Context: an optimization exercise on an open-source flow, tuned for small area. The choices shown serve that exercise and are no tape-out recipe. In this exercise RTL edits were held to simulation tests only and were not proved equivalent to the original. No activity file was given, so power comes from the tool's default toggle rates.

==> module psum_add5, before the edit <==
module psum_add5 #(parameter int W = 25) (
   input  logic [W-1:0] a, b, c, d, e,
   output logic [W-1:0] y,
   output logic [1:0]   bc
);
   logic [W-1:0] s1, m1, s2, m2, s3, m3, k;
   for (genvar i = 0; i < W - 1; i++) begin : g_l1
      psum_fa u (.a(a[i]), .b(b[i]), .c(c[i]), .s(s1[i]), .co(m1[i]));
   end
   psum_ha u_l2_0 (.a(s1[0]), .b(d[0]), .s(s2[0]), .co(m2[0]));
   for (genvar i = 1; i < W - 1; i++) begin : g_l2
      psum_fa u (.a(s1[i]), .b(m1[i-1]), .c(d[i]), .s(s2[i]), .co(m2[i]));
   end
   psum_ha u_l3_0 (.a(s2[0]), .b(e[0]), .s(s3[0]), .co(m3[0]));
   for (genvar i = 1; i < W - 1; i++) begin : g_l3
      psum_fa u (.a(s2[i]), .b(m2[i-1]), .c(e[i]), .s(s3[i]), .co(m3[i]));
   end
   assign y[0] = s3[0];
   assign k[0] = 1'b0;
   for (genvar i = 1; i < W - 1; i++) begin : g_cp
      if (i == 1 || i == 9 || i == 17) begin : g_h
         psum_ha u (.a(s3[i]), .b(m3[i-1]), .s(y[i]), .co(k[i]));
      end else begin : g_f
         psum_fa u (.a(s3[i]), .b(m3[i-1]), .c(k[i-1]), .s(y[i]), .co(k[i]));
      end
   end
   assign k[W-1] = 1'b0;
   assign y[W-1] = a[W-1] ^ b[W-1] ^ c[W-1] ^ m1[W-2] ^ d[W-1] ^ m2[W-2] ^ e[W-1] ^ m3[W-2] ^ k[W-2];
   assign bc = {k[16], k[8]};
endmodule
==> flow/config.mk <==
export PLATFORM = sky130hd
export DESIGN_NAME = psum_write_back
export DESIGN_NICKNAME = psum_write_back
export VERILOG_FILES = /design/flow/design.v
export SDC_FILE = /design/flow/constraint.sdc
export NUM_CORES = 4
export LEC_CHECK = 0
export CAP_MARGIN = 20
export CORE_MARGIN = 2
export CORE_UTILIZATION = 65
export SLEW_MARGIN = 20
export SYNTH_HIERARCHICAL = 1
export SYNTH_MINIMUM_KEEP_SIZE = 0
==> flow/constraint.sdc <==
create_clock -name core_clock -period 7.5 [get_ports {clk}]
set_input_delay 1.5000 -clock core_clock [delete_from_list [all_inputs] [get_ports {clk}]]
set_output_delay 1.5000 -clock core_clock [all_outputs]
set_load 0.01 [all_outputs]
standard.sh (not shown) runs the stock make flow with config.mk's settings and CLKGATE_MAP_FILE= SYNTH_SCRIPT=/design/flow/synth_recipe.tcl, a recipe that flattens the netlist after the stock synthesis.
==> flow/flow/run.sh <==
#!/bin/bash
# Standard ORFS layout (the standard.sh, unchanged synthesis) with two changes:
#  - ports are buffered with the smallest buffer, sky130_fd_sc_hd__buf_1;
#  - CTS uses small clock buffers in small clusters and no dummy loads.
set -euo pipefail
bash standard.sh \
  "BUFFER_PORTS_ARGS=-buffer_cell sky130_fd_sc_hd__buf_1" \
  "CTS_ARGS=-sink_clustering_enable -repair_clock_nets -buf_list sky130_fd_sc_hd__clkbuf_4 -dont_use_dummy_load -sink_clustering_size 11 -sink_clustering_max_diameter 40" \
  finish > flow_make.log 2>&1
==> next run, changes <==
--- a/flow/design.v
+++ b/flow/design.v
@@ -104,27 +104,36 @@
    logic [W-1:0] s1, m1, s2, m2, s3, m3, k;
    for (genvar i = 0; i < W - 1; i++) begin : g_l1
       psum_fa u (.a(a[i]), .b(b[i]), .c(c[i]), .s(s1[i]), .co(m1[i]));
    end
-   psum_ha u_l2_0 (.a(s1[0]), .b(d[0]), .s(s2[0]), .co(m2[0]));
+   psum_fa u_l2_0 (.a(s1[0]), .b(d[0]), .c(e[0]), .s(s2[0]), .co(m2[0]));
    for (genvar i = 1; i < W - 1; i++) begin : g_l2
       psum_fa u (.a(s1[i]), .b(m1[i-1]), .c(d[i]), .s(s2[i]), .co(m2[i]));
    end
-   psum_ha u_l3_0 (.a(s2[0]), .b(e[0]), .s(s3[0]), .co(m3[0]));
+   assign s3[0] = s2[0];
+   assign m3[0] = 1'b0;
    for (genvar i = 1; i < W - 1; i++) begin : g_l3
       psum_fa u (.a(s2[i]), .b(m2[i-1]), .c(e[i]), .s(s3[i]), .co(m3[i]));
    end
-   assign y[0] = s3[0];
-   assign k[0] = 1'b0;
-   for (genvar i = 1; i < W - 1; i++) begin : g_cp
-      if (i == 1 || i == 9 || i == 17) begin : g_h
+   assign y[1:0] = s3[1:0];
+   assign k[1:0] = 2'b00;
+   for (genvar i = 2; i < W - 1; i++) begin : g_cp
+      if (i == 2 || i == 9 || i == 17) begin : g_h
          psum_ha u (.a(s3[i]), .b(m3[i-1]), .s(y[i]), .co(k[i]));
       end else begin : g_f
          psum_fa u (.a(s3[i]), .b(m3[i-1]), .c(k[i-1]), .s(y[i]), .co(k[i]));
       end
    end
    assign k[W-1] = 1'b0;
-   assign y[W-1] = a[W-1] ^ b[W-1] ^ c[W-1] ^ m1[W-2] ^ d[W-1] ^ m2[W-2] ^ e[W-1] ^ m3[W-2] ^ k[W-2];
+   logic [7:0] px;
+   psum_xor u_x0 (.a(a[W-1]),  .b(b[W-1]),  .y(px[0]));
+   psum_xor u_x1 (.a(c[W-1]),  .b(d[W-1]),  .y(px[1]));
+   psum_xor u_x2 (.a(e[W-1]),  .b(m1[W-2]), .y(px[2]));
+   psum_xor u_x3 (.a(m2[W-2]), .b(m3[W-2]), .y(px[3]));
+   psum_xor u_x4 (.a(px[0]),   .b(px[1]),   .y(px[4]));
+   psum_xor u_x5 (.a(px[2]),   .b(px[3]),   .y(px[5]));
+   psum_xor u_x6 (.a(px[4]),   .b(px[5]),   .y(px[6]));
+   psum_xor u_x7 (.a(px[6]),   .b(k[W-2]),  .y(y[W-1]));
    assign bc = {k[16], k[8]};
 endmodule
 module psum_fix #(parameter int W = 25) (
    input  logic [W-1:0] x,
@@ -146,8 +155,11 @@
 module psum_fa (input logic a, b, c, output logic s, co);
    assign s  = a ^ b ^ c;
    assign co = (a & b) | (a & c) | (b & c);
 endmodule
+module psum_xor (input logic a, b, output logic y);
+   assign y = a ^ b;
+endmodule
 module psum_ha (input logic a, b, output logic s, co);
    assign s  = a ^ b;
    assign co = a & b;
 endmodule
=>
- The changed run completed without violations
- final area falls slightly
- clock power falls slightly
- register-to-register slack gains 320 ps
- routed wire length falls slightly
- sequential share of layout area rises by 0.37 points
- non-clock buffer count falls by 2
- combinational power falls by a few percent
- synthesized cell count stays the same
- critical path depth falls by 2
- power falls slightly
- maximum frequency rises by a few percent

port drivers added, routing unchanged:
No port has a modelled driver above. Below, the same layouts with a new extraction and two added sets of constraints.
Step 1 assumes that a clkbuf_16 drives the clock port and a buf_2 every other input.
Step 2 adds t to the input delays and takes it off the output delays; t is the mean of the earliest and latest rising clock arrival at the registers after step 1. Input paths then give back, and output paths get back, about the clock's delay inside the block.
Slacks: no drivers / after step 1 / after step 2; pairs: no drivers / after step 1.
| run | shift t [ns] | setup slack, ns | worst slew at a driven data input, ns | pins driven straight from the clock port |
|---|---|---|---|---|
| the first run | 0.918 | 1.342 / 1.376 / 0.458 | 0.10 | 1 |
| the second run | 0.919 | 1.722 / 1.759 / 0.839 | 0.09 | 1 |
After both steps every run listed still meets setup and hold. For the first run, which loses most, drivers alone change the setup slack by +0.034 ns; drivers and shift together by -0.884 ns.
